This is an optimization exercise on Yosys and OpenROAD, whose aim is small area, not a production implementation. Function was checked by simulation only, so behaviour that the tests miss may differ from the original. No activity file was given, so power comes from the tool's default toggle rates.

Design rename_core, start of the top module:
module rename_core (
    input  wire                      clk,
    input  wire                      rst,
    input  wire                      dispatch_req,
    input  wire [5-1:0]  issue_rs1,
    input  wire [5-1:0]  issue_rs2,
    input  wire [5-1:0]  issue_rd,
    input  wire                      issue_has_rd,
    output wire                      dispatch_ack,
    output wire [4-1:0]      disp_src1_tag,
    output wire [32-1:0]     disp_src1_value,
    output wire [4-1:0]      disp_src2_tag,
    output wire [32-1:0]     disp_src2_value,
    output wire [4-1:0]      disp_dest_tag,
    input  wire                      wb_valid,
    input  wire [4-1:0]      wb_tag,
    input  wire [32-1:0]     wb_value,
    input  wire                      wb_mispredict,
    output wire                      commit_valid,
    output wire [5-1:0]  commit_rd,
    output wire                      commit_has_rd,
    output wire [4-1:0]      commit_tag,
    output wire [32-1:0]     commit_value,
    output wire                      commit_flush
);
    localparam int NR = 32;
    localparam int DW = 32;
    localparam int RW = 5;
    localparam int D  = 8;
    logic [DW-1:0] rf [1:NR-1];
    logic [RW-1:0] ent_rd  [D];
    logic [DW-1:0] ent_val [D];
    logic [D-1:0]  ent_mis;
    logic [D-1:0]  done;
    logic [D-1:0]  pend;
    logic [3:0]    head;         
    logic [3:0]    tail;
    logic          ack_q;
    logic          cv_q;         
    logic [DW-1:0] hold_n;       
    logic [RW-1:0] rs1_q;
    logic [RW-1:0] rs2_q;
    logic          same_q;       
    logic          haz_q;        
    logic          flip_q;       
    logic          hold2_q;      
    logic [3:0]    s1tag_q;
    logic [3:0]    s2tag_q;
    logic [2:0]    dslot_q;      
    logic [2:0]    cslot;
    logic [DW-1:0] cval;
    logic [RW-1:0] crd;
    logic          chas;
    logic          flush;
    logic          cwr;
    logic [D-1:0]  csel;         
    logic          cmis;
    assign cslot = head[2:0] - 3'd1;
    always_comb begin
        for (int i = 0; i < D; i++) csel[i] = (cslot == 3'(i));
    end
    localparam int CW = DW + RW + 2;     
    logic [CW-1:0] ent_w [D];
    logic [CW-1:0] cword;
    always_comb begin
  ...
Size: ~2,600 cells after synthesis, roughly 1,400 flip-flops, roughly 51,000 µm² of cells after synthesis.
clock: 6.0 ns
lec_check: 0
cap_margin: 5
core_margin: 2
core_utilization: 55
cts_buf_list: sky130_fd_sc_hd__clkbuf_8 sky130_fd_sc_hd__clkbuf_16
cts_cluster_diameter: 60
cts_cluster_size: 20
place_density: 0.65
slew_margin: 5
synth_hierarchical: 1
synth_minimum_keep_size: 0
standard.sh (not shown) runs the stock make flow with config.mk's settings and CLKGATE_MAP_FILE= SYNTH_SCRIPT=/design/flow/synth_recipe.tcl, a recipe that flattens the netlist after the stock synthesis.
==> flow/flow/run.sh <==
#!/bin/bash
# Layout flow: the standard layout (standard.sh, unchanged synthesis and
# steps), except that the port buffers use the plain buf_1 cell instead of the
# delay buffer the resizer picks by default. Each tool's output is kept in
# its own log file in this folder.
set -euo pipefail
export BUFFER_PORTS_ARGS="-buffer_cell sky130_fd_sc_hd__buf_1"
bash standard.sh synth > log_synth.txt 2>&1
bash standard.sh floorplan > log_floorplan.txt 2>&1
bash standard.sh place > log_place.txt 2>&1
bash standard.sh cts > log_cts.txt 2>&1
bash standard.sh route > log_route.txt 2>&1
bash standard.sh finish > log_finish.txt 2>&1
Rerun with:
- CORE_UTILIZATION: 55 -> 70
- CTS_BUF_LIST: sky130_fd_sc_hd__clkbuf_8 sky130_fd_sc_hd__clkbuf_16 -> not set
- CTS_CLUSTER_DIAMETER: 60 -> 80
- CTS_CLUSTER_SIZE: 20 -> 32
- PLACE_DENSITY: 0.65 -> 0.8
The new run went through all stages and came out clean. Wire length fell by 2.9%. Final cell count fell by 7.6%. Combinational power is about the same.
Rerun with:
- CTS_CLUSTER_SIZE: 32 -> 25
Worst setup slack improved by 0.045 ns.
Clock skew is higher by 0.0047 ns.
Core utilization went up by 0.50 points.
Clock-buffer cell count went up by 14.
Cell area is higher by 0.65%.
First-iteration DRC count is higher by 5.7%.
Total power increases by 3.1%.
Clock power rose by 13%.
Register-to-register slack is worse by 0.03 ns.
Wire length increases by 2.5%.
Global-route usage climbs by 0.80 points.

[separate check: timing with driven ports]
The results above use ideal ports. As a check the final layouts listed here were re-extracted and re-timed, cells and wires unchanged. Step 1: set_driving_cell puts a clkbuf_16 on clk and a buf_2 on each other input, an assumption about the parent block. Step 2 times the ports against the registers' clock, not the clock port: input delays grow and output delays shrink by t, the midpoint of the rising clock arrivals with the driver on. Slacks: no drivers / after step 1 / after step 2; pairs: no drivers / after step 1.
run | shift t [ns] | setup WS [ns] | clock arrival spread, ns | worst register clock-pin slew, ns
the first run | 0.745 | 0.378 / 0.307 / 0.339 | 0.034 / 0.034 | 0.08 / 0.08
the second run | 0.724 | 0.200 / 0.133 / 0.171 | 0.034 / 0.033 | 0.12 / 0.12
the third run | 0.711 | 0.245 / 0.187 / 0.195 | 0.038 / 0.038 | 0.10 / 0.10
After both steps setup and hold are still met in every run listed. The setup slack of the third run, which loses most, moves by -0.058 ns with the drivers and by -0.050 ns with both steps.
